This is an optimization exercise on Yosys and OpenROAD, whose aim is small area, a short achievable clock period and few clock cycles per item, not a production implementation.
Only simulation tests tie the RTL to the original design; equivalence was not proved.

==> design.v <==
`default_nettype none
package aes_pkg;
	localparam int unsigned AES_NB = 4;
	localparam int unsigned AES_NR = 10;
	localparam int unsigned AES_BLOCK_W = 128;
	localparam int unsigned AES_WORD_W = 32;
	localparam int unsigned AES_BYTE_W = 8;
	typedef logic [AES_BYTE_W-1:0] aes_byte_t;
	typedef logic [AES_WORD_W-1:0] aes_word_t;
	typedef logic [$clog2(AES_NR+1)-1:0] aes_round_t;
	localparam aes_byte_t AES_RCON_INIT = 8'h01;
	localparam aes_byte_t AES_REDUCE = 8'h1b;
	typedef logic [AES_BLOCK_W-1:0] aes_block_u;
	function automatic aes_byte_t aes_xtime(input aes_byte_t b);
		aes_byte_t shifted;
		shifted = {b[AES_BYTE_W-2:0], 1'b0};
		aes_xtime = b[AES_BYTE_W-1] ? (shifted ^ AES_REDUCE) : shifted;
	endfunction
endpackage
`default_nettype wire
`default_nettype none
module aes_sbox_a (
	input  wire [7:0]  byte_i,
	output wire [11:0] mid_o
);
	wire U0, U1, U2, U3, U4, U5, U6, U7;
	assign {U0, U1, U2, U3, U4, U5, U6, U7} = byte_i;
	wire T1, T2, T3, T4, T5, T6, T7, T8, T9, T10;
	wire T11, T12, T13, T14, T15, T16, T17, T18, T19, T20;
	wire T21, T22, T23, T24, T25, T26, T27, M1, M2, M3;
	wire M4, M5, M6, M7, M8, M9, M10, M11, M12, M13;
	wire M14, M15, M16, M17, M18, M19, M20, M21, M22, M23;
	wire M24, M25, M26, M27, M28, M29, M30, M31, M32, M33;
	wire M34, M35, M36, M37, M38, M39, M40;
	aes_xor2 g0 (.a(U0), .b(U3), .y(T1));
	aes_xor2 g1 (.a(U0), .b(U5), .y(T2));
	aes_xor2 g2 (.a(U0), .b(U6), .y(T3));
	aes_xor2 g3 (.a(U3), .b(U5), .y(T4));
	aes_xor2 g4 (.a(U4), .b(U6), .y(T5));
	aes_xor2 g5 (.a(T1), .b(T5), .y(T6));
	aes_xor2 g6 (.a(U1), .b(U2), .y(T7));
	aes_xor2 g7 (.a(U7), .b(T6), .y(T8));
	aes_xor2 g8 (.a(U7), .b(T7), .y(T9));
	aes_xor2 g9 (.a(T6), .b(T7), .y(T10));
	aes_xor2 g10 (.a(U1), .b(U5), .y(T11));
	aes_xor2 g11 (.a(U2), .b(U5), .y(T12));
	aes_xor2 g12 (.a(T3), .b(T4), .y(T13));
	aes_xor2 g13 (.a(T6), .b(T11), .y(T14));
	aes_xor2 g14 (.a(T5), .b(T11), .y(T15));
	aes_xor2 g15 (.a(T5), .b(T12), .y(T16));
	aes_xor2 g16 (.a(T9), .b(T16), .y(T17));
	aes_xor2 g17 (.a(U3), .b(U7), .y(T18));
	aes_xor2 g18 (.a(T7), .b(T18), .y(T19));
	aes_xor2 g19 (.a(T1), .b(T19), .y(T20));
	aes_xor2 g20 (.a(U6), .b(U7), .y(T21));
	aes_xor2 g21 (.a(T7), .b(T21), .y(T22));
	aes_xor2 g22 (.a(T2), .b(T22), .y(T23));
	aes_xor2 g23 (.a(T2), .b(T10), .y(T24));
	aes_xor2 g24 (.a(T20), .b(T17), .y(T25));
	aes_xor2 g25 (.a(T3), .b(T16), .y(T26));
	aes_xor2 g26 (.a(T1), .b(T12), .y(T27));
	aes_nand2 g27 (.a(T13), .b(T6), .y(M1));
	aes_nand2 g28 (.a(T23), .b(T8), .y(M2));
	aes_xnor2 g29 (.a(T14), .b(M1), .y(M3));
	aes_nand2 g30 (.a(T19), .b(U7), .y(M4));
	aes_xor2 g31 (.a(M4), .b(M1), .y(M5));
	aes_nand2 g32 (.a(T3), .b(T16), .y(M6));
	aes_nand2 g33 (.a(T22), .b(T9), .y(M7));
	aes_xnor2 g34 (.a(T26), .b(M6), .y(M8));
	aes_nand2 g35 (.a(T20), .b(T17), .y(M9));
	aes_xor2 g36 (.a(M9), .b(M6), .y(M10));
	aes_nand2 g37 (.a(T1), .b(T15), .y(M11));
	aes_nand2 g38 (.a(T4), .b(T27), .y(M12));
	aes_xor2 g39 (.a(M12), .b(M11), .y(M13));
	aes_nand2 g40 (.a(T2), .b(T10), .y(M14));
	aes_xor2 g41 (.a(M14), .b(M11), .y(M15));
	aes_xnor2 g42 (.a(M3), .b(M2), .y(M16));
	aes_xor2 g43 (.a(M5), .b(T24), .y(M17));
	aes_xnor2 g44 (.a(M8), .b(M7), .y(M18));
	aes_xor2 g45 (.a(M10), .b(M15), .y(M19));
	aes_xor2 g46 (.a(M16), .b(M13), .y(M20));
	aes_xor2 g47 (.a(M17), .b(M15), .y(M21));
	aes_xor2 g48 (.a(M18), .b(M13), .y(M22));
	aes_xor2 g49 (.a(M19), .b(T25), .y(M23));
	aes_xnor2 g50 (.a(M22), .b(M23), .y(M24));
	aes_nand2 g51 (.a(M22), .b(M20), .y(M25));
	aes_xor2 g52 (.a(M21), .b(M25), .y(M26));
	aes_xnor2 g53 (.a(M20), .b(M21), .y(M27));
	aes_xor2 g54 (.a(M23), .b(M25), .y(M28));
	aes_nor2 g55 (.a(M28), .b(M27), .y(M29));
	aes_nor2 g56 (.a(M26), .b(M24), .y(M30));
	aes_nand2 g57 (.a(M20), .b(M23), .y(M31));
	aes_nor2 g58 (.a(M27), .b(M31), .y(M32));
	aes_xor2 g59 (.a(M27), .b(M25), .y(M33));
	aes_nand2 g60 (.a(M21), .b(M22), .y(M34));
	aes_nor2 g61 (.a(M24), .b(M34), .y(M35));
	aes_xor2 g62 (.a(M24), .b(M25), .y(M36));
	aes_xor2 g63 (.a(M21), .b(M29), .y(M37));
	aes_xor2 g64 (.a(M32), .b(M33), .y(M38));
	aes_xor2 g65 (.a(M23), .b(M30), .y(M39));
	aes_xor2 g66 (.a(M35), .b(M36), .y(M40));
	assign mid_o = {M37, M38, M39, M40, T7, T10, T3, T1, T4, T22, T15, U7};
endmodule
module aes_sbox_ak (
	input  wire [7:0]  byte_i,
	output wire [3:0] mid_o
);
	wire U0, U1, U2, U3, U4, U5, U6, U7;
	assign {U0, U1, U2, U3, U4, U5, U6, U7} = byte_i;
	wire T1, T2, T3, T4, T5, T6, T7, T8, T9, T10;
	wire T11, T12, T13, T14, T15, T16, T17, T18, T19, T20;
	wire T21, T22, T23, T24, T25, T26, T27, M1, M2, M3;
	wire M4, M5, M6, M7, M8, M9, M10, M11, M12, M13;
	wire M14, M15, M16, M17, M18, M19, M20, M21, M22, M23;
	wire M24, M25, M26, M27, M28, M29, M30, M31, M32, M33;
	wire M34, M35, M36, M37, M38, M39, M40;
	aes_xor2 g0 (.a(U0), .b(U3), .y(T1));
	aes_xor2 g1 (.a(U0), .b(U5), .y(T2));
	aes_xor2 g2 (.a(U0), .b(U6), .y(T3));
	aes_xor2 g3 (.a(U3), .b(U5), .y(T4));
	aes_xor2 g4 (.a(U4), .b(U6), .y(T5));
	aes_xor2 g5 (.a(T1), .b(T5), .y(T6));
	aes_xor2 g6 (.a(U1), .b(U2), .y(T7));
	aes_xor2 g7 (.a(U7), .b(T6), .y(T8));
	aes_xor2 g8 (.a(U7), .b(T7), .y(T9));
	aes_xor2 g9 (.a(T6), .b(T7), .y(T10));
	aes_xor2 g10 (.a(U1), .b(U5), .y(T11));
	aes_xor2 g11 (.a(U2), .b(U5), .y(T12));
	aes_xor2 g12 (.a(T3), .b(T4), .y(T13));
	aes_xor2 g13 (.a(T6), .b(T11), .y(T14));
	aes_xor2 g14 (.a(T5), .b(T11), .y(T15));
	aes_xor2 g15 (.a(T5), .b(T12), .y(T16));
	aes_xor2 g16 (.a(T9), .b(T16), .y(T17));
	aes_xor2 g17 (.a(U3), .b(U7), .y(T18));
	aes_xor2 g18 (.a(T7), .b(T18), .y(T19));
	aes_xor2 g19 (.a(T1), .b(T19), .y(T20));
	aes_xor2 g20 (.a(U6), .b(U7), .y(T21));
	aes_xor2 g21 (.a(T7), .b(T21), .y(T22));
	aes_xor2 g22 (.a(T2), .b(T22), .y(T23));
	aes_xor2 g23 (.a(T2), .b(T10), .y(T24));
	aes_xor2 g24 (.a(T20), .b(T17), .y(T25));
	aes_xor2 g25 (.a(T3), .b(T16), .y(T26));
	aes_xor2 g26 (.a(T1), .b(T12), .y(T27));
	aes_nand2 g27 (.a(T13), .b(T6), .y(M1));
	aes_nand2 g28 (.a(T23), .b(T8), .y(M2));
	aes_xnor2 g29 (.a(T14), .b(M1), .y(M3));
	aes_nand2 g30 (.a(T19), .b(U7), .y(M4));
	aes_xor2 g31 (.a(M4), .b(M1), .y(M5));
	aes_nand2 g32 (.a(T3), .b(T16), .y(M6));
	aes_nand2 g33 (.a(T22), .b(T9), .y(M7));
	aes_xnor2 g34 (.a(T26), .b(M6), .y(M8));
	aes_nand2 g35 (.a(T20), .b(T17), .y(M9));
	aes_xor2 g36 (.a(M9), .b(M6), .y(M10));
	aes_nand2 g37 (.a(T1), .b(T15), .y(M11));
	aes_nand2 g38 (.a(T4), .b(T27), .y(M12));
	aes_xor2 g39 (.a(M12), .b(M11), .y(M13));
	aes_nand2 g40 (.a(T2), .b(T10), .y(M14));
	aes_xor2 g41 (.a(M14), .b(M11), .y(M15));
	aes_xnor2 g42 (.a(M3), .b(M2), .y(M16));
	aes_xor2 g43 (.a(M5), .b(T24), .y(M17));
	aes_xnor2 g44 (.a(M8), .b(M7), .y(M18));
	aes_xor2 g45 (.a(M10), .b(M15), .y(M19));
	aes_xor2 g46 (.a(M16), .b(M13), .y(M20));
	aes_xor2 g47 (.a(M17), .b(M15), .y(M21));
	aes_xor2 g48 (.a(M18), .b(M13), .y(M22));
	aes_xor2 g49 (.a(M19), .b(T25), .y(M23));
	aes_xnor2 g50 (.a(M22), .b(M23), .y(M24));
	aes_nand2 g51 (.a(M22), .b(M20), .y(M25));
	aes_xor2 g52 (.a(M21), .b(M25), .y(M26));
	aes_xnor2 g53 (.a(M20), .b(M21), .y(M27));
	aes_xor2 g54 (.a(M23), .b(M25), .y(M28));
	aes_nor2 g55 (.a(M28), .b(M27), .y(M29));
	aes_nor2 g56 (.a(M26), .b(M24), .y(M30));
	aes_nand2 g57 (.a(M20), .b(M23), .y(M31));
	aes_nor2 g58 (.a(M27), .b(M31), .y(M32));
	aes_xor2 g59 (.a(M27), .b(M25), .y(M33));
	aes_nand2 g60 (.a(M21), .b(M22), .y(M34));
	aes_nor2 g61 (.a(M24), .b(M34), .y(M35));
	aes_xor2 g62 (.a(M24), .b(M25), .y(M36));
	aes_xor2 g63 (.a(M21), .b(M29), .y(M37));
	aes_xor2 g64 (.a(M32), .b(M33), .y(M38));
	aes_xor2 g65 (.a(M23), .b(M30), .y(M39));
	aes_xor2 g66 (.a(M35), .b(M36), .y(M40));
	assign mid_o = {M37, M38, M39, M40};
endmodule
module aes_sbox_b (
	input  wire [11:0] mid_i,
	output wire [7:0]  byte_o
);
	wire M37, M38, M39, M40, T7, T10, T3, T1, T4, T22;
	wire T15, U7;
	assign {M37, M38, M39, M40, T7, T10, T3, T1, T4, T22, T15, U7} = mid_i;
	wire R0, R1, R2, R3, R4, R5, R6, R7, R8, R9;
	wire R10;
	wire M41, M42, M43, M44, M45, M46, M47, M48, M49, M50;
	wire M51, M52, M53, M54, M55, M56, M57, M58, M59, M60;
	wire M61, M62, M63, L0, L1, L2, L3, L4, L5, L6;
	wire L7, L8, L9, L10, L11, L12, L13, L14, L15, L16;
	wire L17, L18, L19, L20, L21, L22, L23, L24, L25, L26;
	wire L27, L28, L29, S0, S1, S2, S3, S4, S5, S6;
	wire S7;
	aes_xor2 g0 (.a(T1), .b(T4), .y(R0));
	aes_xor2 g1 (.a(T7), .b(T10), .y(R1));
	aes_xor2 g2 (.a(T7), .b(U7), .y(R2));
	aes_xor2 g3 (.a(T3), .b(T4), .y(R3));
	aes_xor2 g4 (.a(T7), .b(T15), .y(R4));
	aes_xor2 g5 (.a(T15), .b(U7), .y(R5));
	aes_xor2 g6 (.a(T3), .b(T22), .y(R6));
	aes_xor2 g7 (.a(T10), .b(T15), .y(R7));
	aes_xor2 g8 (.a(T10), .b(R2), .y(R8));
	aes_xor2 g9 (.a(T1), .b(R6), .y(R9));
	aes_xor2 g10 (.a(T22), .b(R0), .y(R10));
	aes_xor2 g11 (.a(M38), .b(M40), .y(M41));
	aes_xor2 g12 (.a(M37), .b(M39), .y(M42));
	aes_xor2 g13 (.a(M37), .b(M38), .y(M43));
	aes_xor2 g14 (.a(M39), .b(M40), .y(M44));
	aes_xor2 g15 (.a(M42), .b(M41), .y(M45));
	aes_nand2 g16 (.a(M44), .b(R1), .y(M46));
	aes_nand2 g17 (.a(M40), .b(R8), .y(M47));
	aes_nand2 g18 (.a(M39), .b(U7), .y(M48));
	aes_nand2 g19 (.a(M43), .b(R4), .y(M49));
	aes_nand2 g20 (.a(M38), .b(R2), .y(M50));
	aes_nand2 g21 (.a(M37), .b(R5), .y(M51));
	aes_nand2 g22 (.a(M42), .b(T15), .y(M52));
	aes_nand2 g23 (.a(M45), .b(R7), .y(M53));
	aes_nand2 g24 (.a(M41), .b(T10), .y(M54));
	aes_nand2 g25 (.a(M44), .b(R3), .y(M55));
	aes_nand2 g26 (.a(M40), .b(R10), .y(M56));
	aes_nand2 g27 (.a(M39), .b(R9), .y(M57));
	aes_nand2 g28 (.a(M43), .b(T3), .y(M58));
	aes_nand2 g29 (.a(M38), .b(T22), .y(M59));
	aes_nand2 g30 (.a(M37), .b(R6), .y(M60));
	aes_nand2 g31 (.a(M42), .b(T1), .y(M61));
	aes_nand2 g32 (.a(M45), .b(T4), .y(M62));
	aes_nand2 g33 (.a(M41), .b(R0), .y(M63));
	aes_xor2 g34 (.a(M61), .b(M62), .y(L0));
	aes_xor2 g35 (.a(M50), .b(M56), .y(L1));
	aes_xor2 g36 (.a(M46), .b(M48), .y(L2));
	aes_xor2 g37 (.a(M47), .b(M55), .y(L3));
	aes_xor2 g38 (.a(M54), .b(M58), .y(L4));
	aes_xor2 g39 (.a(M49), .b(M61), .y(L5));
	aes_xnor2 g40 (.a(M62), .b(L5), .y(L6));
	aes_xnor2 g41 (.a(M46), .b(L3), .y(L7));
	aes_xor2 g42 (.a(M51), .b(M59), .y(L8));
	aes_xor2 g43 (.a(M52), .b(M53), .y(L9));
	aes_xnor2 g44 (.a(M53), .b(L4), .y(L10));
	aes_xnor2 g45 (.a(M60), .b(L2), .y(L11));
	aes_xor2 g46 (.a(M48), .b(M51), .y(L12));
	aes_xnor2 g47 (.a(M50), .b(L0), .y(L13));
	aes_xor2 g48 (.a(M52), .b(M61), .y(L14));
	aes_xnor2 g49 (.a(M55), .b(L1), .y(L15));
	aes_xnor2 g50 (.a(M56), .b(L0), .y(L16));
	aes_xnor2 g51 (.a(M57), .b(L1), .y(L17));
	aes_xnor2 g52 (.a(M58), .b(L8), .y(L18));
	aes_xnor2 g53 (.a(M63), .b(L4), .y(L19));
	aes_xor2 g54 (.a(L0), .b(L1), .y(L20));
	aes_xor2 g55 (.a(L1), .b(L7), .y(L21));
	aes_xor2 g56 (.a(L3), .b(L12), .y(L22));
	aes_xor2 g57 (.a(L18), .b(L2), .y(L23));
	aes_xor2 g58 (.a(L15), .b(L9), .y(L24));
	aes_xor2 g59 (.a(L6), .b(L10), .y(L25));
	aes_xor2 g60 (.a(L7), .b(L9), .y(L26));
	aes_xor2 g61 (.a(L8), .b(L10), .y(L27));
	aes_xor2 g62 (.a(L11), .b(L14), .y(L28));
	aes_xor2 g63 (.a(L11), .b(L17), .y(L29));
	aes_xor2 g64 (.a(L6), .b(L24), .y(S0));
	aes_xnor2 g65 (.a(L16), .b(L26), .y(S1));
	aes_xnor2 g66 (.a(L19), .b(L28), .y(S2));
	aes_xor2 g67 (.a(L6), .b(L21), .y(S3));
	aes_xor2 g68 (.a(L20), .b(L22), .y(S4));
	aes_xor2 g69 (.a(L25), .b(L29), .y(S5));
	aes_xnor2 g70 (.a(L13), .b(L27), .y(S6));
	aes_xnor2 g71 (.a(L6), .b(L23), .y(S7));
	assign byte_o = {S0, S1, S2, S3, S4, S5, S6, S7};
endmodule
module aes_sbox_bk (
	input  wire [11:0] mid_i,
	output wire [7:0]  byte_o
);
	wire M37, M38, M39, M40, U0, U1, U2, U3, U4, U5;
	wire U6, U7;
	assign {M37, M38, M39, M40, U0, U1, U2, U3, U4, U5, U6, U7} = mid_i;
	wire R0, R1, R2, R3, R4, R5, R6, R7, R8, R9;
	wire R10, R11, R12, R13, R14, R15, R16, R17, R18, R19;
	wire R20, R21, R22, R23;
	wire M41, M42, M43, M44, M45, M46, M47, M48, M49, M50;
	wire M51, M52, M53, M54, M55, M56, M57, M58, M59, M60;
	wire M61, M62, M63, L0, L1, L2, L3, L4, L5, L6;
	wire L7, L8, L9, L10, L11, L12, L13, L14, L15, L16;
	wire L17, L18, L19, L20, L21, L22, L23, L24, L25, L26;
	wire L27, L28, L29, S0, S1, S2, S3, S4, S5, S6;
	wire S7;
	aes_xor2 g0 (.a(U0), .b(U3), .y(R0));
	aes_xor2 g1 (.a(U0), .b(U5), .y(R1));
	aes_xor2 g2 (.a(U0), .b(U6), .y(R2));
	aes_xor2 g3 (.a(U3), .b(U5), .y(R3));
	aes_xor2 g4 (.a(U4), .b(U6), .y(R4));
	aes_xor2 g5 (.a(R0), .b(R4), .y(R5));
	aes_xor2 g6 (.a(U2), .b(U7), .y(R6));
	aes_xor2 g7 (.a(U1), .b(R6), .y(R7));
	aes_xor2 g8 (.a(R2), .b(R3), .y(R8));
	aes_xor2 g9 (.a(U1), .b(U5), .y(R9));
	aes_xor2 g10 (.a(R4), .b(R9), .y(R10));
	aes_xor2 g11 (.a(U2), .b(U5), .y(R11));
	aes_xor2 g12 (.a(R4), .b(R11), .y(R12));
	aes_xor2 g13 (.a(U1), .b(U3), .y(R13));
	aes_xor2 g14 (.a(R6), .b(R13), .y(R14));
	aes_xor2 g15 (.a(U0), .b(U1), .y(R15));
	aes_xor2 g16 (.a(R6), .b(R15), .y(R16));
	aes_xor2 g17 (.a(U1), .b(U6), .y(R17));
	aes_xor2 g18 (.a(R6), .b(R17), .y(R18));
	aes_xor2 g19 (.a(R0), .b(R11), .y(R19));
	aes_xor2 g20 (.a(U7), .b(R5), .y(R20));
	aes_xor2 g21 (.a(R10), .b(R19), .y(R21));
	aes_xor2 g22 (.a(U7), .b(R10), .y(R22));
	aes_xor2 g23 (.a(R1), .b(R18), .y(R23));
	aes_xor2 g24 (.a(M38), .b(M40), .y(M41));
	aes_xor2 g25 (.a(M37), .b(M39), .y(M42));
	aes_xor2 g26 (.a(M37), .b(M38), .y(M43));
	aes_xor2 g27 (.a(M39), .b(M40), .y(M44));
	aes_xor2 g28 (.a(M42), .b(M41), .y(M45));
	aes_nand2 g29 (.a(M44), .b(R5), .y(M46));
	aes_nand2 g30 (.a(M40), .b(R20), .y(M47));
	aes_nand2 g31 (.a(M39), .b(U7), .y(M48));
	aes_nand2 g32 (.a(M43), .b(R12), .y(M49));
	aes_nand2 g33 (.a(M38), .b(R7), .y(M50));
	aes_nand2 g34 (.a(M37), .b(R22), .y(M51));
	aes_nand2 g35 (.a(M42), .b(R10), .y(M52));
	aes_nand2 g36 (.a(M45), .b(R19), .y(M53));
	aes_nand2 g37 (.a(M41), .b(R21), .y(M54));
	aes_nand2 g38 (.a(M44), .b(R8), .y(M55));
	aes_nand2 g39 (.a(M40), .b(R23), .y(M56));
	aes_nand2 g40 (.a(M39), .b(R14), .y(M57));
	aes_nand2 g41 (.a(M43), .b(R2), .y(M58));
	aes_nand2 g42 (.a(M38), .b(R18), .y(M59));
	aes_nand2 g43 (.a(M37), .b(R16), .y(M60));
	aes_nand2 g44 (.a(M42), .b(R0), .y(M61));
	aes_nand2 g45 (.a(M45), .b(R3), .y(M62));
	aes_nand2 g46 (.a(M41), .b(R1), .y(M63));
	aes_xor2 g47 (.a(M61), .b(M62), .y(L0));
	aes_xor2 g48 (.a(M50), .b(M56), .y(L1));
	aes_xor2 g49 (.a(M46), .b(M48), .y(L2));
	aes_xor2 g50 (.a(M47), .b(M55), .y(L3));
	aes_xor2 g51 (.a(M54), .b(M58), .y(L4));
	aes_xor2 g52 (.a(M49), .b(M61), .y(L5));
	aes_xnor2 g53 (.a(M62), .b(L5), .y(L6));
	aes_xnor2 g54 (.a(M46), .b(L3), .y(L7));
	aes_xor2 g55 (.a(M51), .b(M59), .y(L8));
	aes_xor2 g56 (.a(M52), .b(M53), .y(L9));
	aes_xnor2 g57 (.a(M53), .b(L4), .y(L10));
	aes_xnor2 g58 (.a(M60), .b(L2), .y(L11));
	aes_xor2 g59 (.a(M48), .b(M51), .y(L12));
	aes_xnor2 g60 (.a(M50), .b(L0), .y(L13));
	aes_xor2 g61 (.a(M52), .b(M61), .y(L14));
	aes_xnor2 g62 (.a(M55), .b(L1), .y(L15));
	aes_xnor2 g63 (.a(M56), .b(L0), .y(L16));
	aes_xnor2 g64 (.a(M57), .b(L1), .y(L17));
	aes_xnor2 g65 (.a(M58), .b(L8), .y(L18));
	aes_xnor2 g66 (.a(M63), .b(L4), .y(L19));
	aes_xor2 g67 (.a(L0), .b(L1), .y(L20));
	aes_xor2 g68 (.a(L1), .b(L7), .y(L21));
	aes_xor2 g69 (.a(L3), .b(L12), .y(L22));
	aes_xor2 g70 (.a(L18), .b(L2), .y(L23));
	aes_xor2 g71 (.a(L15), .b(L9), .y(L24));
	aes_xor2 g72 (.a(L6), .b(L10), .y(L25));
	aes_xor2 g73 (.a(L7), .b(L9), .y(L26));
	aes_xor2 g74 (.a(L8), .b(L10), .y(L27));
	aes_xor2 g75 (.a(L11), .b(L14), .y(L28));
	aes_xor2 g76 (.a(L11), .b(L17), .y(L29));
	aes_xor2 g77 (.a(L6), .b(L24), .y(S0));
	aes_xnor2 g78 (.a(L16), .b(L26), .y(S1));
	aes_xnor2 g79 (.a(L19), .b(L28), .y(S2));
	aes_xor2 g80 (.a(L6), .b(L21), .y(S3));
	aes_xor2 g81 (.a(L20), .b(L22), .y(S4));
	aes_xor2 g82 (.a(L25), .b(L29), .y(S5));
	aes_xnor2 g83 (.a(L13), .b(L27), .y(S6));
	aes_xnor2 g84 (.a(L6), .b(L23), .y(S7));
	assign byte_o = {S0, S1, S2, S3, S4, S5, S6, S7};
endmodule
module aes_xor2 (
	input  wire a,
	input  wire b,
	output wire y
);
	assign y = a ^ b;
endmodule
module aes_xnor2 (
	input  wire a,
	input  wire b,
	output wire y
);
	assign y = ~(a ^ b);
endmodule
module aes_nand2 (
	input  wire a,
	input  wire b,
	output wire y
);
	assign y = ~(a & b);
endmodule
module aes_nor2 (
	input  wire a,
	input  wire b,
	output wire y
);
	assign y = ~(a | b);
endmodule
`default_nettype wire
`default_nettype none
module aes_xorv #(
	parameter int W = 8
) (
	input  wire [W-1:0] a,
	input  wire [W-1:0] b,
	output wire [W-1:0] y
);
	assign y = a ^ b;
endmodule
module aes_xtime (
	input  wire [7:0] a,
	output wire [7:0] y
);
	aes_xorv #(.W(3)) red_i (
		.a({a[3], a[2], a[0]}),
		.b({3{a[7]}}),
		.y({y[4], y[3], y[1]})
	);
	assign {y[7], y[6], y[5], y[2], y[0]} = {a[6], a[5], a[4], a[1], a[7]};
endmodule
module aes_mix_column (
	input  wire [31:0] col_i,
	output wire [31:0] col_o
);
	wire [7:0] a [4];
	wire [7:0] p [4];    
	wire [7:0] x [4];    
	wire [7:0] q [4];    
	for (genvar i = 0; i < 4; i++) begin : g_col
		assign a[i] = col_i[31-8*i -: 8];
		aes_xorv #(.W(8)) p_i (.a(a[i]), .b(a[(i + 1) % 4]), .y(p[i]));
		aes_xtime x_i (.a(p[i]), .y(x[i]));
		aes_xorv #(.W(8)) q_i (.a(a[(i + 1) % 4]), .b(p[(i + 2) % 4]), .y(q[i]));
		aes_xorv #(.W(8)) o_i (.a(q[i]), .b(x[i]), .y(col_o[31-8*i -: 8]));
	end
endmodule
module aes_round (
	input  wire aes_pkg::aes_block_u sub_i,
	input  wire aes_pkg::aes_block_u round_key_i,
	output aes_pkg::aes_block_u      state_o,
	output aes_pkg::aes_block_u      final_o
);
	aes_pkg::aes_block_u shift_state;
	aes_pkg::aes_block_u mix_state;
	always_comb begin
		for (int c = 0; c < 4; c++) begin
			for (int r = 0; r < 4; r++) begin
				shift_state[127-8*(4*c + r) -: 8] = sub_i[127-8*(4*((c + r) % 4) + r) -: 8];
			end
		end
	end
	for (genvar c = 0; c < 4; c++) begin : g_mix
		aes_mix_column mix_i (
			.col_i(shift_state[127-32*c -: 32]),
			.col_o(mix_state[127-32*c -: 32])
		);
	end
	aes_xorv #(.W(128)) ark_i (.a(mix_state), .b(round_key_i), .y(state_o));
	aes_xorv #(.W(128)) fin_i (.a(shift_state), .b(round_key_i), .y(final_o));
endmodule
`default_nettype wire
`default_nettype none
module aes_key_expander (
	input  wire aes_pkg::aes_block_u key_i,
	input  wire aes_pkg::aes_byte_t  rcon_i,
	input  wire aes_pkg::aes_word_t  sub_i,
	output aes_pkg::aes_block_u      key_o
);
	aes_pkg::aes_word_t w0;
	aes_pkg::aes_word_t w01;
	aes_pkg::aes_word_t w23;
	aes_pkg::aes_block_u early;
	assign w0 = key_i[127:96] ^ {rcon_i, 24'h000000};
	assign w01 = w0 ^ key_i[95:64];
	assign w23 = key_i[63:32] ^ key_i[31:0];
	assign early = {w0, w01, w01 ^ key_i[63:32], w01 ^ w23};
	aes_xorv #(.W(128)) sub_x (.a(early), .b({4{sub_i}}), .y(key_o));
endmodule
`default_nettype wire
`default_nettype none
module aes128_enc (
	input  wire                      clock_clk_i,
	input  wire                      arst_n_i,
	input  wire                      in_req_i,
	output logic                     in_ack_o,
	input  wire aes_pkg::aes_block_u plaintext_i,
	input  wire aes_pkg::aes_block_u key_i,
	output logic                     out_req_o,
	input  wire                      out_ack_i,
	output aes_pkg::aes_block_u      ciphertext_o
);
	logic ack_q;
	logic seen_q;         
	logic                a_valid_q;
	logic                a_parked_q;
	logic                a_first_q;
	aes_pkg::aes_byte_t  a_rcon_q;
	aes_pkg::aes_block_u a_state_q;
	aes_pkg::aes_block_u a_key_q;
	logic                b_valid_q;
	logic                b_parked_q;
	logic                b_first_q;
	aes_pkg::aes_byte_t  b_rcon_q;
	logic [16*12-1:0]    b_mid_q;
	aes_pkg::aes_block_u b_key_q;
	logic [4*4-1:0]      b_kmid_q;
	logic                out_full_q;
	logic                out_req_q;
	aes_pkg::aes_block_u ct_q;
	logic [16*12-1:0]    mid;
	logic [4*4-1:0]      kmid;
	aes_pkg::aes_block_u sub_state;
	aes_pkg::aes_word_t  key_sub;
	aes_pkg::aes_block_u round_key;
	aes_pkg::aes_block_u round_out;
	aes_pkg::aes_block_u final_out;
	logic b_final;
	logic b_done;
	logic other_parked;
	logic deliver;
	logic park;
	logic capture;
	assign b_final = b_valid_q && !b_parked_q && b_rcon_q == 8'h36;
	assign b_done = b_final || (b_valid_q && b_parked_q);
	assign other_parked = a_valid_q && a_parked_q;
	assign deliver = b_done && !out_full_q && (!other_parked || (b_parked_q && b_first_q));
	assign park = b_done && !deliver;
	assign capture = seen_q && (!b_valid_q || deliver);
	for (genvar i = 0; i < 16; i++) begin : g_sbox
		aes_sbox_a sbox_i (
			.byte_i(a_state_q[127-8*i -: 8]),
			.mid_o (mid[12*i +: 12])
		);
	end
	for (genvar i = 0; i < 4; i++) begin : g_ksbox
		aes_sbox_ak sbox_i (
			.byte_i(a_key_q[127-8*(12 + (i + 1) % 4) -: 8]),
			.mid_o (kmid[4*i +: 4])
		);
	end
	for (genvar i = 0; i < 16; i++) begin : g_sbox_out
		aes_sbox_b sbox_i (
			.mid_i (b_mid_q[12*i +: 12]),
			.byte_o(sub_state[127-8*i -: 8])
		);
	end
	for (genvar i = 0; i < 4; i++) begin : g_ksbox_out
		aes_sbox_bk sbox_i (
			.mid_i ({b_kmid_q[4*i +: 4], b_key_q[127-8*(12 + (i + 1) % 4) -: 8]}),
			.byte_o(key_sub[31-8*i -: 8])
		);
	end
	aes_key_expander key_expander_i (
		.key_i (b_key_q),
		.rcon_i(b_rcon_q),
		.sub_i (key_sub),
		.key_o (round_key)
	);
	aes_round round_i (
		.sub_i      (sub_state),
		.round_key_i(round_key),
		.state_o    (round_out),
		.final_o    (final_out)
	);
	always_ff @(posedge clock_clk_i or negedge arst_n_i) begin
		if (!arst_n_i) begin
			ack_q <= 1'b0;
			seen_q <= 1'b0;
			a_valid_q <= 1'b0;
			a_parked_q <= 1'b0;
			a_first_q <= 1'b0;
			b_valid_q <= 1'b0;
			b_parked_q <= 1'b0;
			b_first_q <= 1'b0;
			out_full_q <= 1'b0;
			out_req_q <= 1'b0;
		end else begin
			seen_q <= in_req_i && !ack_q && !capture;
			if (capture) begin
				ack_q <= 1'b1;
			end else if (!in_req_i) begin
				ack_q <= 1'b0;
			end
			a_valid_q <= capture || (b_valid_q && !deliver);
			a_parked_q <= park;
			a_first_q <= park && (b_first_q || !other_parked);
			b_valid_q <= a_valid_q;
			b_parked_q <= a_parked_q;
			b_first_q <= a_first_q;
			if (deliver) begin
				out_req_q <= 1'b1;
				out_full_q <= 1'b1;
			end else begin
				if (out_ack_i) begin
					out_req_q <= 1'b0;
				end
				if (!out_req_q && !out_ack_i) begin
					out_full_q <= 1'b0;
				end
			end
		end
	end
	always_ff @(posedge clock_clk_i) begin
		if (capture) begin
			a_state_q <= plaintext_i ^ key_i;
			a_key_q <= key_i;
			a_rcon_q <= 8'h01;
		end else begin
			a_state_q <= round_out;
			if (park) begin
				a_key_q <= b_parked_q ? b_key_q : final_out;
			end else begin
				a_key_q <= round_key;
			end
			a_rcon_q <= aes_pkg::aes_xtime(b_rcon_q);
		end
		b_mid_q <= mid;
		b_key_q <= a_key_q;
		b_kmid_q <= kmid;
		b_rcon_q <= a_rcon_q;
		if (deliver) begin
			ct_q <= b_parked_q ? b_key_q : final_out;
		end
	end
	assign in_ack_o = ack_q;
	assign out_req_o = out_req_q;
	assign ciphertext_o = ct_q;
endmodule
`default_nettype wire
==> flow/run.sh <==
#!/bin/bash
# Standard layout (the standard.sh, unchanged synthesis) with the
# resizer asked for more setup margin than the 10 ns clock needs, so that it
# sizes up the slow XOR chains; the clock period and constraints are the standard flow's.
cp standard.sh standard_sh.log
export SETUP_SLACK_MARGIN=6.5
bash standard.sh > standard.log 2>&1
==> standard.sh <==
#!/bin/bash
# synth_recipe.tcl (not shown) runs the flow's synth.tcl, then flattens the netlist and writes it again
# the make line also repeats each setting of config.mk as NAME=value (left out here)
make -C /OpenROAD-flow-scripts/flow DESIGN_CONFIG=/design/flow/config.mk WORK_HOME=/design/flow/orfs CLKGATE_MAP_FILE= SYNTH_SCRIPT=/design/flow/synth_recipe.tcl "${@:-finish}"
==> config.mk <==
export PLATFORM = sky130hd
export DESIGN_NAME = aes128_enc
export DESIGN_NICKNAME = aes128_enc
export VERILOG_FILES = /design/flow/design.v
export SDC_FILE = /design/flow/constraint.sdc
export NUM_CORES = 4
export LEC_CHECK = 0
export CAP_MARGIN = 20
export CORE_MARGIN = 2
export CORE_UTILIZATION = 40
export SLEW_MARGIN = 20
export SYNTH_HIERARCHICAL = 1
==> constraint.sdc <==
create_clock -name core_clock -period 10.0 [get_ports {clock_clk_i}]
set_input_delay 2.0000 -clock core_clock [delete_from_list [all_inputs] [get_ports {clock_clk_i}]]
set_output_delay 2.0000 -clock core_clock [all_outputs]
set_load 0.01 [all_outputs]
==> flow_metrics.env, run 1 <==
export IMPL_status="no timing/DRC/antenna violations"
export IMPL_finalHoldViolations=0
export IMPL_initial_core_util_pct=40.3
export IMPL_muxShareOfSynthArea_pct=4.99
export IMPL_dieArea_sq_um=148000
export IMPL_final_max_slew_viol_count=0
export IMPL_clockBufferDepth=3
export IMPL_rsz0062_at_grt="yes"
export IMPL_crit_path_max_fanout=4
export IMPL_htree_levels=3
export IMPL_fin_nets=6589
export IMPL_cpMaxStageDelayCell="dfxtp_1"
export IMPL_synth_xor_area_share_pct=49.5
export IMPL_ant_nets=0
export IMPL_ys_flop_type="dfxtp_1"
export IMPL_required_ns=10.60
export IMPL_async_flop_share_pct=1.34
export IMPL_final_cell_mix="xor2_1 (2190), nand2_1 (591), dfxtp_1 (547)"
export IMPL_hold_buffers=0
export IMPL_yosys_area_share_simple_pct=6.00
export IMPL_r2r_setup_slack_ns=6.40
export IMPL_fmax_mhz=278
export IMPL_final_seq_area_sq_um=16400
export IMPL_grt_pass1_wl_um=284000
export IMPL_critical_path_buf_inv_count=1
export IMPL_syn_mean_instance_area_sq_um=9.57
export IMPL_vias=41800
export IMPL_finalCritPeriodShare_pct=36.0
export IMPL_crit_type="reg2reg"
export IMPL_routed_via_density=5.03
export IMPL_end_kind="register"
export IMPL_cts_root_buffer="clkbuf_16"
export IMPL_fin_util_pct=50.8
export IMPL_numCtsBuffers=87
export IMPL_skew_ns=0.0476
export IMPL_ys_seq_elements=746
export IMPL_setup_worst_path_start="b_mid_q[123]$_DFF_P_"
export IMPL_worst_pin_slew_ns=1.15
export IMPL_syn_to_final_growth_pct=26.0
export IMPL_drc=0
export IMPL_core_area_sq_um=143000
export IMPL_first_iter_violations=3609
export IMPL_grt_start_max_net_pins=72
export IMPL_synth_top_family_by_area="XOR/XNOR gates"
export IMPL_r2r_end="a_state_q[122]$_DFF_P_"
export IMPL_io_pins=390
export IMPL_rows=139
export IMPL_cts_tree="yes"
export IMPL_hp_class="reg2reg"
export IMPL_routed_wl_um=205000
export IMPL_final_common_cell="xor2_1"
export IMPL_grt_pass1_vias=41700
export IMPL_yosysUniqueCellTypes=33
export IMPL_antenna_found_initial=14
export IMPL_dr_pass1_iters=6
export IMPL_drv_cap=0
export IMPL_critPathLaunchType="register"
export IMPL_cp_depth=13
export IMPL_pre_cts_ws_ns=5.52
export IMPL_synthesis_nets=6304
export IMPL_multiInputGateArea_sq_um=43700
export IMPL_die_h_um=384
export IMPL_min_period_ns=3.60
export IMPL_clk_pin_slew_worst_paths_ns=0.06
export IMPL_gp_congestion=0.981
export IMPL_grt_total_usage_pct=26.4
export IMPL_grt_overflow_total=0
export IMPL_syn_inst=6044
export IMPL_dp_hpwl_um=153000
export IMPL_fin_setup_tns_ns=0
export IMPL_critPathTopFamily="XOR/XNOR gates"
export IMPL_ys_seq_area_share_pct=28.1
export IMPL_r2r_cells=13
export IMPL_dieWidth_um=384
export IMPL_path_cells="xor2_2, xor2_1, nand2_1, xor2_4, xnor2_1, xor2_1, xor2_2, buf_4, xor2_2, xor2_1, xor2_1, xor2_1, mux2_1"
export IMPL_cts_sinks=746
export IMPL_portBuffers=389
export IMPL_maxSlewHeadroom_pct=22.5
export IMPL_synth_edf_count=128
export IMPL_clock_latency_ns=0.73
export IMPL_synth_compound_area_share_pct=3.47
export IMPL_wl_per_cell_um=24.7
export IMPL_setup_viol=0
export IMPL_slowest_delay_ns=0.46
export IMPL_cp_common_cell="xor2_1"
export IMPL_yosysWarnings=9
export IMPL_synth_fa_ha_area_share_pct=0
export IMPL_synth_area_sq_um=57800
export IMPL_worstReg2RegStart="b_mid_q[123]$_DFF_P_"
export IMPL_setup_slack_ns=6.40
export IMPL_fillers=12700
export IMPL_arrival_ns=4.20
export IMPL_drive_gt1_share_pct=22.3
export IMPL_cp_endpoint="a_state_q[122]$_DFF_P_"
-- worst reg2reg max path: stages, from the launching register on --
cell and delay, ns:
dfxtp_1 0.46, xor2_2 0.24, xor2_1 0.18, nand2_1 0.18
xor2_4 0.30, xnor2_1 0.19, xor2_1 0.29, xor2_2 0.17
buf_4 0.17, xor2_2 0.25, xor2_1 0.21, xor2_1 0.30
xor2_1 0.20, mux2_1 0.33
-- how the worst min path moves through the flow --
| stage | from | to | cells past startpoint |
|---|---|---|---|
| detailed placement | a_key_q[37]$_DFF_P_ | b_key_q[37]$_DFF_P_ | 0 |
| CTS | a_key_q[103]$_DFF_P_ | b_key_q[103]$_DFF_P_ | 0 |
| global placement | a_key_q[96]$_DFF_P_ | b_key_q[96]$_DFF_P_ | 0 |
| floorplan | a_key_q[100]$_DFF_P_ | b_key_q[100]$_DFF_P_ | 0 |
| global route | a_key_q[71]$_DFF_P_ | b_key_q[71]$_DFF_P_ | 0 |
| finish | a_key_q[103]$_DFF_P_ | b_key_q[103]$_DFF_P_ | 0 |
-- flip-flops by register name, indices dropped and copies added, names as in the netlist --
| name | cells |
|---|---|
| b_mid_q | 192 |
| b_key_q | 128 |
| a_parked_q | 1 |
| b_rcon_q | 8 |
| b_first_q | 1 |
| ack_q | 1 |
| ct_q | 128 |
| b_valid_q | 1 |
| seen_q | 1 |
| out_full_q | 1 |
| a_state_q | 128 |
| a_rcon_q | 8 |
| b_parked_q | 1 |
| a_first_q | 1 |
| a_valid_q | 1 |
| out_req_q | 1 |
| a_key_q | 128 |
| b_kmid_q | 16 |
-- modules after synthesis, one instance, submodules excluded, excerpt --
module            copies in the design  flip-flops and latches  cells  area, sq um
aes_sbox_ak                          4                       0      4         30.0
aes_sbox_a                          16                       0     12         90.1
aes_sbox_b                          16                       0      8         60.1
aes_nand2                          600                       0      1         3.75
aes_xor2                          1752                       0      1         8.76
aes_key_expander                     1                       0    136         1570
aes_nor2                            80                       0      1         3.75
aes_sbox_bk                          4                       0      8         60.1
-- Yosys cell counts (102+ instances only) --
| master | number | share of area (%) |
|---|---|---|
| xor2_1 | 2704 | 41 |
| inv_1 | 156 | 1.0 |
| clkbuf_1 | 102 | 0.66 |
| nand4_1 | 128 | 1.4 |
| buf_4 | 458 | 5.9 |
| dfxtp_1 | 608 | 21 |
| nand2_1 | 605 | 3.9 |
| edfxtp_1 | 128 | 6.6 |
| o211ai_1 | 128 | 1.7 |
| mux2_1 | 128 | 2.5 |
| o31ai_1 | 128 | 1.7 |
| xnor2_1 | 467 | 7.1 |
| mux2_2 | 128 | 2.5 |
-- through the flow --
stage               cells  hold WS, ns  area [sq um]
floorplan            6044        0.310         57900
global placement     7813        0.310         60600
detailed placement   7813        0.312         60600
CTS                  8139        0.310         68300
global route         8306        0.315         72900
finish               8310        0.308         72900
-- routing by layer --
metal	vias up	GRT usage [%]	share of wire, %
met2	1796	41.7	45
met3	362	4.17	7.6
met5	-	0	0
li1	19000	-	-
met4	0	11.4	4.6
met1	20700	35.6	42
-- timing repair --
item / in CTS / in global routing
buffers inserted: 159 / 166
gates cloned: 4 / 1
pin swaps: 83 / 154
resized for setup: 735 / 450
setup endpoints to repair: 607 / 398
-- final cells by class --
| type | count | area share, % |
|---|---|---|
| antenna | 4 | 0.0137 |
| clock buffer | 113 | 3.32 |
| clock inverter | 50 | 0.769 |
| inverter | 156 | 0.804 |
| multi-input combinational | 4569 | 59.9 |
| sequential | 746 | 22.5 |
| tap | 1903 | 3.27 |
| timing repair buffer | 769 | 9.40 |
-- cell families after synthesis --
logic type	after synthesis
compound gates	270
xor+xnor	3211
buf+inv	734
flops	746
mux	256
simple gates	827
Testbench counts, summed over its fixed seeds: cycles 3,880, items 384.
==> inputs of run 2 (changes only) <==
==> flow/run.sh (replaced) <==
#!/bin/bash
# Standard layout (the standard.sh, unchanged synthesis) with the
# resizer asked for more setup margin than the 10 ns clock needs, so that it
# sizes up the slow XOR chains, and plain buffers on the ports; the clock
# period and constraints are the standard flow's.
cp standard.sh standard_sh.log
export SETUP_SLACK_MARGIN=6.6
export BUFFER_PORTS_ARGS="-buffer_cell sky130_fd_sc_hd__buf_2"
bash standard.sh > standard.log 2>&1
==> run 2 against run 1 <==
Against the previous run: highest routed layer is now met5; still clean on timing, DRC and antenna; register-to-register slack improved by 0.05 ns; critical path type unchanged; largest cell class unchanged; worst setup slack improved by 0.049 ns; final cell count increased by 1.6%.
==> flow_metrics.env, run 2 <==
export IMPL_arrival_ns=4.12
export IMPL_use_met3_pct=5.31
export IMPL_dieArea_sq_um=148000
export IMPL_first_iter_violations=3626
export IMPL_finalHoldViolations=0
export IMPL_crit_type="reg2reg"
export IMPL_htree_levels=3
export IMPL_min_delay_path_depth=0
export IMPL_hold_buffers=0
export IMPL_syn_mean_instance_area_sq_um=9.57
export IMPL_final_max_slew_viol_count=0
export IMPL_gp_congestion=0.971
export IMPL_yosys_area_top_type="xor2_1"
export IMPL_grtUsageMet2_pct=41.9
export IMPL_die_h_um=384
export IMPL_cts_tree="yes"
export IMPL_fmax_mhz=282
export IMPL_fin_nets=6719
export IMPL_finalCritPeriodShare_pct=35.5
export IMPL_yosysWarnings=9
export IMPL_io_pins=390
export IMPL_slowest_delay_ns=0.37
export IMPL_r2r_end="a_state_q[41]$_DFF_P_"
export IMPL_fin_cells=8444
export IMPL_skew_ns=0.0285
export IMPL_synth_area_top_cells="xor2_1 (41%), dfxtp_1 (21%), xnor2_1 (7.1%)"
export IMPL_clockBufferDepth=3
export IMPL_rows=139
export IMPL_critPathLaunchType="register"
export IMPL_numCtsBuffers=91
export IMPL_rsz0062_at_grt="yes"
export IMPL_syn_to_final_growth_pct=31.4
export IMPL_regMostFlops="b_mid_q"
export IMPL_maxSlewHeadroom_pct=19.0
export IMPL_async_flop_share_pct=1.34
export IMPL_portBuffers=389
export IMPL_dieWidth_um=384
export IMPL_synthTopCellsByCount="xor2_1 (2704), dfxtp_1 (608), nand2_1 (605)"
export IMPL_post_place_cells=7808
export IMPL_dr_pass1_iters=6
export IMPL_setup_worst_path_start="b_mid_q[87]$_DFF_P_"
export IMPL_fillers=12200
export IMPL_drv_cap=0
export IMPL_vias=43000
export IMPL_required_ns=10.57
export IMPL_worstReg2RegStart="b_mid_q[87]$_DFF_P_"
export IMPL_holdCritStartpoint="a_key_q[71]$_DFF_P_"
export IMPL_largest_reg_flops=192
export IMPL_status="no timing/DRC/antenna violations"
export IMPL_multiInputGateArea_sq_um=46700
export IMPL_routed_via_density=5.09
export IMPL_clock_latency_ns=0.72
export IMPL_worst_pin_slew_ns=1.21
export IMPL_yosysUniqueCellTypes=33
export IMPL_end_kind="register"
export IMPL_synth_edf_count=128
export IMPL_r2r_setup_slack_ns=6.45
export IMPL_cts_sinks=746
export IMPL_antenna_found_initial=10
export IMPL_core_area_sq_um=143000
export IMPL_grt_pass1_wl_um=291000
export IMPL_grt_busiest_layer="met2"
export IMPL_grt_pass1_vias=42200
export IMPL_final_seq_area_sq_um=16500
export IMPL_crit_path_max_fanout=5
export IMPL_grt_overflow_total=0
export IMPL_synth_area_sq_um=57800
export IMPL_routed_wl_um=213000
export IMPL_path_cells="xor2_2, xor2_1, nand2_1, xor2_2, xnor2_1, xor2_2, xor2_2, buf_4, xor2_4, buf_4, xor2_1, xor2_1, xor2_1, mux2_1"
export IMPL_fin_setup_tns_ns=0
export IMPL_drc=0
export IMPL_dp_hpwl_um=155000
export IMPL_cpMaxStageDelayCell="dfxtp_2"
export IMPL_wl_per_cell_um=25.2
export IMPL_cts_root_buffer="clkbuf_16"
export IMPL_ys_flop_type="dfxtp_1"
export IMPL_ys_seq_area_share_pct=28.1
export IMPL_synthesis_nets=6304
export IMPL_min_period_ns=3.55
export IMPL_final_cell_mix="xor2_1 (1984), nand2_1 (552), xor2_2 (519)"
export IMPL_ys_seq_elements=746
export IMPL_grt_start_max_net_pins=154
export IMPL_grt_total_usage_pct=27.1
export IMPL_drive_gt1_share_pct=34.8
export IMPL_setup_viol=0
export IMPL_min_to="b_key_q[71]$_DFF_P_"
export IMPL_syn_inst=6044
export IMPL_r2r_cells=14
export IMPL_final_common_cell="xor2_1"
export IMPL_clk_pin_slew_worst_paths_ns=0.07
export IMPL_synth_top_area_share_pct=41.0
export IMPL_synth_most_common_cell="xor2_1"
export IMPL_hp_class="reg2reg"
export IMPL_grtUsageMet1_pct=36.0
export IMPL_initial_core_util_pct=40.3
export IMPL_ant_nets=0
==> run 2: cell families after synthesis <==
family / Yosys count / synth area share, %
buf+inv: 734 / 7.91
xor+xnor: 3211 / 49.5
flops: 746 / 28.1
simple gates: 827 / 6.00
mux: 256 / 4.99
compound gates: 270 / 3.47
==> run 2: Yosys stat by module (local to each module, per instance), excerpt <==
module	cells	area, sq um	flops+latches	copies in the design
aes_xor2	1	8.76	0	1752
aes_sbox_b	8	60.1	0	16
aes128_enc	1812	24300	746	1
aes_xtime	5	37.5	0	16
aes_sbox_a	12	90.1	0	16
aes_xnor2	1	8.76	0	400
aes_key_expander	136	1570	0	1
==> run 2: final cells by class <==
cell class	instances	share of cell area (%)
sequential	746	21.8
timing repair buffer	900	8.58
clock inverter	50	0.772
multi-input combinational	4564	61.4
clock buffer	122	3.53
inverter	156	0.771
antenna	3	0.00988
tap	1903	3.13
==> run 2: stage by stage <==
step	hold WS [ns]	util (%)	setup slack, ns	area [sq um]
floorplan	0.310	-	6.54	57900
global placement	0.310	40.9	5.49	58700
detailed placement	0.312	40.9	5.43	58700
CTS	0.318	47.9	6.46	68700
global route	0.321	52.9	6.32	76000
finish	0.321	52.9	6.45	76000
==> run 2: critical path: cells and delay by family (launching register included) <==
| kind | cells | cell delay [ns] |
|---|---|---|
| muxes | 1 | 0.37 |
| xor gates and xnor gates | 10 | 2.16 |
| and+or+nand+nor | 1 | 0.15 |
| buffers and inverters | 2 | 0.36 |
| DFF | 1 | 0.37 |
==> run 2: per-layer routing <==
metal | routed length (um) | vias up
li1 | - | 19000
met5 | 26 | -
met3 | 18200 | 474
met4 | 13000 | 4
met1 | 86300 | 21400
met2 | 95600 | 2087
==> run 2: repair_timing <==
action / CTS / global route
pin swaps: 142 / 312
endpoints found under the setup margin: 430 / 460
buffers inserted: 209 / 252
resized for setup: 628 / 787
==> run 2: worst max-delay path by stage <==
stage | slack, ns | to
CTS | 6.46 | a_state_q[115]$_DFF_P_
finish | 6.45 | a_state_q[41]$_DFF_P_
global route | 6.32 | a_state_q[41]$_DFF_P_
floorplan | 6.54 | ct_q[0]$_DFFE_PP_
global placement | 5.49 | a_key_q[23]$_DFF_P_
detailed placement | 5.43 | a_key_q[12]$_DFF_P_
==> inputs of run 3 (changes only) <==
--- a/flow/run.sh
+++ b/flow/run.sh
@@ -4,6 +4,6 @@
 # sizes up the slow XOR chains, and plain buffers on the ports; the clock
 # period and constraints are the standard flow's.
 cp standard.sh standard_sh.log
-export SETUP_SLACK_MARGIN=6.6
+export SETUP_SLACK_MARGIN=6.2
 export BUFFER_PORTS_ARGS="-buffer_cell sky130_fd_sc_hd__buf_2"
 bash standard.sh > standard.log 2>&1
==> run 3 against run 2 <==
Against the previous run: still clean on timing, DRC and antenna; first-iteration DRC count down 5.8%; synthesized cell count unchanged; global-route usage down 1.1 points; final cell count down 4.3%; critical path depth down 3; sequential cell count unchanged; largest cell class unchanged.
==> flow_metrics.env, run 3 <==
export IMPL_status="no timing/DRC/antenna violations"
export IMPL_grt_total_usage_pct=25.9
export IMPL_multiInputGateArea_sq_um=40100
export IMPL_syn_inst=6044
export IMPL_fin_nets=6354
export IMPL_crit_path_max_fanout=4
export IMPL_fin_cells=8079
export IMPL_grt_overflow_total=0
export IMPL_routed_wl_um=198000
export IMPL_synth_top_area_share_pct=41.0
export IMPL_drv_cap=0
export IMPL_maxSlewHeadroom_pct=25.0
export IMPL_htree_levels=3
export IMPL_min_period_ns=3.80
export IMPL_cts_root_buffer="clkbuf_16"
export IMPL_synthesis_nets=6304
export IMPL_first_iter_violations=3414
export IMPL_numCtsBuffers=89
export IMPL_io_pins=390
export IMPL_dr_pass1_iters=5
export IMPL_fmax_mhz=263
export IMPL_final_common_cell="xor2_1"
export IMPL_post_place_cells=7803
export IMPL_async_flop_share_pct=1.34
export IMPL_hp_class="reg2reg"
export IMPL_crit_type="reg2reg"
export IMPL_antenna_found_initial=6
export IMPL_synth_most_common_cell="xor2_1"
export IMPL_end_kind="register"
export IMPL_grt_pass1_wl_um=278000
export IMPL_vias=40500
export IMPL_synth_edf_count=128
export IMPL_drive_gt1_share_pct=19.2
export IMPL_ys_seq_area_share_pct=28.1
export IMPL_ys_flop_type="dfxtp_1"
export IMPL_setup_viol=0
export IMPL_routed_via_density=5.01
export IMPL_arrival_ns=4.40
export IMPL_regMostFlops="b_mid_q"
export IMPL_skew_ns=0.0381
export IMPL_drc=0
export IMPL_yosysUniqueCellTypes=33
export IMPL_rsz0062_at_grt="yes"
export IMPL_final_max_slew_viol_count=0
export IMPL_hold_buffers=0
export IMPL_slowest_delay_ns=0.44
export IMPL_finalHoldViolations=0
export IMPL_path_cells="xor2_1, xor2_1, nand2_1, xor2_1, xor2_1, xor2_2, xor2_1, xor2_1, xor2_2, xor2_1, mux2_1"
export IMPL_largest_reg_flops=192
export IMPL_dieArea_sq_um=148000
export IMPL_portBuffers=389
export IMPL_syn_mean_instance_area_sq_um=9.57
export IMPL_cp_common_cell="xor2_1"
export IMPL_syn_to_final_growth_pct=13.8
export IMPL_grt_pass1_vias=39900
export IMPL_finalCritPeriodShare_pct=38.0
export IMPL_cpMaxStageDelayCell="dfxtp_1"
export IMPL_clock_latency_ns=0.73
export IMPL_yosysWarnings=9
export IMPL_fillers=13600
export IMPL_ant_nets=0
export IMPL_clockBufferDepth=3
export IMPL_final_seq_area_sq_um=16300
export IMPL_yosys_area_top_type="xor2_1"
export IMPL_rows=139
export IMPL_required_ns=10.60
export IMPL_initial_core_util_pct=40.3
export IMPL_dieWidth_um=384
export IMPL_synth_area_sq_um=57800
export IMPL_final_cell_mix="xor2_1 (2456), nand2_1 (605), dfxtp_1 (583)"
export IMPL_synth_area_top_cells="xor2_1 (41%), dfxtp_1 (21%), xnor2_1 (7.1%)"
export IMPL_worst_pin_slew_ns=1.12
export IMPL_cts_sinks=746
export IMPL_dp_hpwl_um=153000
export IMPL_fin_setup_tns_ns=0
export IMPL_cts_tree="yes"
export IMPL_wl_per_cell_um=24.5
export IMPL_core_area_sq_um=143000
export IMPL_die_h_um=384
export IMPL_ys_seq_elements=746
export IMPL_grt_start_max_net_pins=118
export IMPL_gp_congestion=0.958
export IMPL_synthTopCellsByCount="xor2_1 (2704), dfxtp_1 (608), nand2_1 (605)"
export IMPL_clk_pin_slew_worst_paths_ns=0.06
export IMPL_critPathLaunchType="register"
[run 3: worst paths after layout]
kind,start,end,slack [ns],cells after the start
min,a_key_q[117]$_DFF_P_,b_key_q[117]$_DFF_P_,0.30,0
min in group asynchronous,arst_n_i,ack_q$_DFFE_PN0P_,1.15,1
min reg2reg,a_key_q[117]$_DFF_P_,b_key_q[117]$_DFF_P_,0.30,0
max in group asynchronous,arst_n_i,b_valid_q$_DFF_PN0_,8.62,1
max reg2reg,b_mid_q[116]$_DFF_P_,a_state_q[75]$_DFF_P_,6.20,11
max,b_mid_q[116]$_DFF_P_,a_state_q[75]$_DFF_P_,6.20,11
[run 3: metal layers]
| layer | share of wire (%) | routed length (um) | track usage, % | vias up |
|---|---|---|---|---|
| li1 | - | - | - | 18700 |
| met1 | 43 | 85200 | 35.3 | 19900 |
| met2 | 45 | 89100 | 41.1 | 1590 |
| met3 | 7.6 | 15000 | 3.75 | 304 |
| met4 | 4.4 | 8800 | 10.6 | 0 |
| met5 | 0 | 0 | 0 | - |
[run 3: per-stage QoR]
step                      utilization (%)  hold WS (ns)  instance area, sq um  setup WS, ns
after floorplan                         -         0.310                 57800          6.26
after global placement               40.9         0.310                 58600          5.34
after detailed placement             40.9         0.312                 58600          5.32
after CTS                            44.4         0.316                 63600          6.08
after global routing                 45.9         0.323                 65800          6.08
final                                45.9         0.299                 65800          6.20
[run 3: kinds of logic (layout without fill, tap and decap cells)]
| kind of cell | Yosys count | after routing | synth area share [%] |
|---|---|---|---|
| muxes | 256 | 256 | 4.99 |
| DFF | 746 | 746 | 28.1 |
| buffers and inverters | 734 | 860 | 7.91 |
| AOI/OAI and AO/OA | 270 | 271 | 3.47 |
| xor gates and xnor gates | 3211 | 3211 | 49.5 |
| and+or+nand+nor | 827 | 827 | 6.00 |
| other | 0 | 5 | 0 |
[run 3: area by class of cell]
class	instances	area share, %
Timing Repair Buffer	536	5.04
Multi-Input combinational cell	4565	60.9
Tap cell	1903	3.62
Sequential cell	746	24.8
Clock buffer	126	4.05
Inverter	156	0.890
Antenna cell	5	0.0190
Clock inverter	42	0.658
[run 3: Yosys stat by module (local to each module, per instance), excerpt]
module	cell area [sq um]	times used	flops+latches	cells
aes_sbox_bk	60.1	4	0	8
aes_xor2	8.76	1752	0	1
aes_nand2	3.75	600	0	1
aes_xnor2	8.76	400	0	1
aes128_enc	24300	1	746	1812
aes_sbox_b	60.1	16	0	8
aes_sbox_ak	30.0	4	0	4
aes_sbox_a	90.1	16	0	12
aes_key_expander	1570	1	0	136
aes_nor2	3.75	80	0	1
aes_xtime	37.5	16	0	5
[run 3: repair_timing]
action	CTS	global route
setup buffers	39	63
gates resized for setup	187	214
endpoints found under the setup margin	446	425
pin swaps	14	38
gates cloned	1	0
[run 3: critical path: cells and delay by family, from the launching register on]
family | cells | cell delay, ns
AND/OR/NAND/NOR | 1 | 0.19
XOR/XNOR | 9 | 2.73
multiplexers | 1 | 0.31
flip-flops | 1 | 0.44
==> inputs of run 4 (changes only) <==
==> run.sh (new file) <==
#!/bin/bash
# synth_recipe.tcl (not shown) runs the flow's synth.tcl, then flattens the netlist and writes it again
# the make line also repeats each setting of config.mk as NAME=value (left out here)
make -C /OpenROAD-flow-scripts/flow DESIGN_CONFIG=/design/flow/config.mk WORK_HOME=/design/flow/orfs CLKGATE_MAP_FILE= SYNTH_SCRIPT=/design/flow/synth_recipe.tcl finish
removed: flow/run.sh
removed: standard.sh
==> run 4 against run 3 <==
Against the previous run: first-iteration DRC count shrank 3.4%; final area shrank 3.3%; register-to-register slack lost 0.94 ns; clock-buffer cell count shrank 5; critical path depth grew 2.
==> flow_metrics.env, run 4 <==
export IMPL_status="no timing/DRC/antenna violations"
export IMPL_hold_buffers=0
export IMPL_initial_core_util_pct=40.3
export IMPL_rows=139
export IMPL_dr_pass1_iters=5
export IMPL_syn_to_final_growth_pct=10.1
export IMPL_ant_nets=0
export IMPL_ys_flop_type="dfxtp_1"
export IMPL_clk_pin_slew_worst_paths_ns=0.07
export IMPL_first_iter_violations=3299
export IMPL_grt_start_max_net_pins=116
export IMPL_arrival_ns=5.30
export IMPL_yosysWarnings=9
export IMPL_grt_pass1_wl_um=281000
export IMPL_numCtsBuffers=89
export IMPL_cp_endpoint="a_key_q[87]$_DFF_P_"
export IMPL_final_common_cell="xor2_1"
export IMPL_wl_met3_um=13100
export IMPL_clock_latency_ns=0.71
export IMPL_finalHoldViolations=0
export IMPL_route_met2_wl_um=87900
export IMPL_regMostFlops="b_mid_q"
export IMPL_fin_nets=6260
export IMPL_largest_reg_flops=192
export IMPL_wl_met1_um=87800
export IMPL_synth_edf_count=128
export IMPL_worstReg2RegStart="b_key_q[8]$_DFF_P_"
export IMPL_drive_gt1_share_pct=5.88
export IMPL_crit_path_max_fanout=6
export IMPL_r2r_cells=13
export IMPL_synth_most_common_cell="xor2_1"
export IMPL_die_h_um=384
export IMPL_skew_ns=0.0300
export IMPL_wl_per_cell_um=24.8
export IMPL_critPathLaunchType="register"
export IMPL_htree_levels=3
export IMPL_drv_cap=0
export IMPL_fin_setup_tns_ns=0
export IMPL_cts_sinks=746
export IMPL_final_area_sq_um=63700
export IMPL_dieWidth_um=384
export IMPL_worst_pin_slew_ns=1.19
export IMPL_grt_total_usage_pct=26.1
export IMPL_synth_top_area_share_pct=41.0
export IMPL_syn_mean_instance_area_sq_um=9.57
export IMPL_antenna_found_initial=6
export IMPL_ys_seq_area_share_pct=28.1
export IMPL_rsz0062_at_grt="no"
export IMPL_ys_seq_elements=746
export IMPL_synthesis_nets=6304
export IMPL_slowest_delay_ns=0.91
export IMPL_final_cell_mix="xor2_1 (2702), dfxtp_1 (608), nand2_1 (605)"
export IMPL_r2r_setup_slack_ns=5.26
export IMPL_r2r_end="a_key_q[87]$_DFF_P_"
export IMPL_async_flop_share_pct=1.34
export IMPL_grt_overflow_total=0
export IMPL_syn_inst=6044
export IMPL_cpMaxStageDelayCell="xor2_1"
export IMPL_min_period_ns=4.74
export IMPL_clockBufferDepth=3
export IMPL_synth_area_sq_um=57800
export IMPL_core_area_sq_um=143000
export IMPL_routed_wl_um=198000
export IMPL_hp_class="reg2reg"
export IMPL_placed_cell_area_sq_um=60600
export IMPL_cts_tree="yes"
export IMPL_finalCritPeriodShare_pct=47.4
export IMPL_final_max_slew_viol_count=0
export IMPL_portBuffers=389
export IMPL_synthTopCellsByCount="xor2_1 (2704), dfxtp_1 (608), nand2_1 (605)"
export IMPL_crit_type="reg2reg"
export IMPL_setup_viol=0
export IMPL_yosys_area_top_type="xor2_1"
export IMPL_setup_worst_path_start="b_key_q[8]$_DFF_P_"
export IMPL_synth_area_top_cells="xor2_1 (41%), dfxtp_1 (21%), xnor2_1 (7.1%)"
export IMPL_vias=40100
export IMPL_post_cts_setup_buffer_count=0
export IMPL_gp_congestion=0.974
export IMPL_dieArea_sq_um=148000
export IMPL_fmax_mhz=211
export IMPL_dp_hpwl_um=156000
export IMPL_yosysUniqueCellTypes=33
export IMPL_io_pins=390
export IMPL_cts_root_buffer="clkbuf_16"
export IMPL_path_cells="xor2_1, xor2_1, xor2_1, nand2_1, xor2_1, xnor2_1, xor2_1, xor2_1, xor2_1, xor2_1, mux2_2, nand4_1, o211ai_1"
export IMPL_end_kind="register"
export IMPL_drc=0
export IMPL_cts_resized=0
export IMPL_cp_common_cell="xor2_1"
export IMPL_routed_via_density=5.02
export IMPL_required_ns=10.56
export IMPL_grt_pass1_vias=40100
export IMPL_topRoutingLayerUsed="met5"
export IMPL_maxSlewHeadroom_pct=20.6
[run 4: cell counts after synthesis]
Identical to the previous run, type by type.
[run 4: kinds of logic (layout without fill, tap and decap cells)]
| logic type | count (synthesis) | in the layout | share of synthesized area, % |
|---|---|---|---|
| AOI/OAI and AO/OA | 270 | 270 | 3.47 |
| xor gates and xnor gates | 3211 | 3211 | 49.5 |
| buffers and inverters | 734 | 763 | 7.91 |
| DFF | 746 | 746 | 28.1 |
| muxes | 256 | 256 | 4.99 |
| other | 0 | 1 | 0 |
| and+or+nand+nor | 827 | 827 | 6.00 |
[run 4: per-stage QoR]
stage	setup WS, ns	instances	hold WS [ns]	utilization [%]
after CTS	5.43	7975	0.307	44.3
after global routing	5.17	7976	0.318	44.4
final	5.26	7977	0.310	44.4
after global placement	5.40	7811	0.310	42.2
after floorplan	2.68	6044	0.310	-
after detailed placement	5.44	7811	0.312	42.3
[run 4: routing by layer]
metal	vias to the layer above	track usage, %
met2	1494	40.9
met5	-	0
met1	19600	35.5
li1	18700	-
met3	299	4.16
met4	2	11.1
[run 4: how the worst min path moves through the flow]
stage	slack, ns	startpoint	depth (start not counted)	end
floorplan	0.31	a_key_q[100]$_DFF_P_	0	b_key_q[100]$_DFF_P_
global placement	0.31	a_key_q[67]$_DFF_P_	0	b_key_q[67]$_DFF_P_
detailed placement	0.31	a_key_q[117]$_DFF_P_	0	b_key_q[117]$_DFF_P_
CTS	0.31	a_key_q[51]$_DFF_P_	0	b_key_q[51]$_DFF_P_
global route	0.32	a_key_q[97]$_DFF_P_	0	b_key_q[97]$_DFF_P_
finish	0.31	a_key_q[51]$_DFF_P_	0	b_key_q[51]$_DFF_P_
[run 4: cell type report]
type	instances	area, sq um
Inverter	156	586
Timing Repair Buffer	443	4340
Clock inverter	43	452
Multi-Input combinational cell	4564	37100
Sequential cell	746	16300
Fill cell	13900	79800
Tap cell	1903	2380
Clock buffer	121	2530
Antenna cell	1	2.50
[run 4: critical path, delay by kind of cell, from the launching register on]
family,cells,cell delay [ns]
AO/OA/AOI/OAI,1,0.11
XOR/XNOR,9,3.34
flip-flops,1,0.60
multiplexers,1,0.33
AND/OR/NAND/NOR,2,0.21
[run 4: Yosys stat by module (local to each module, per instance), a selection]
module | cells | copies in the design | flip-flops and latches
aes_sbox_ak | 4 | 4 | 0
aes_xtime | 5 | 16 | 0
aes_nor2 | 1 | 80 | 0
aes_sbox_bk | 8 | 4 | 0
aes_sbox_b | 8 | 16 | 0
aes_key_expander | 136 | 1 | 0
aes_xor2 | 1 | 1752 | 0
aes_sbox_a | 12 | 16 | 0
aes128_enc | 1812 | 1 | 746
aes_nand2 | 1 | 600 | 0
aes_xnor2 | 1 | 400 | 0

[afterwards: timing with drivers on the ports]
No port has a modelled driver above. Below, the same layouts with a new extraction and two added sets of constraints.
Step 1: set_driving_cell puts a clkbuf_16 on clock_clk_i and a buf_2 on each other input, an assumption about the parent block.
Step 2 adds t to the input delays and takes it off the output delays; t is the mean of the earliest and latest rising clock arrival at the registers after step 1. Input paths then give back, and output paths get back, about the clock's delay inside the block.
Three values: no drivers, after step 1, after step 2; two values: the first two.
run | shift t [ns] | setup slack, ns | worst setup path after step 2
run 1 | 0.784 | 6.403 / 6.403 / 5.935 | input to register
run 2 | 0.784 | 6.452 / 6.452 / 6.452 | register to register
run 3 | 0.798 | 6.202 / 6.202 / 6.202 | register to register
run 4 | 0.772 | 5.265 / 5.265 / 5.265 | register to register
After both steps setup and hold are still met in every run listed. The setup slack of run 1, which loses most, moves by 0.000 ns with the drivers and by -0.468 ns with both steps.
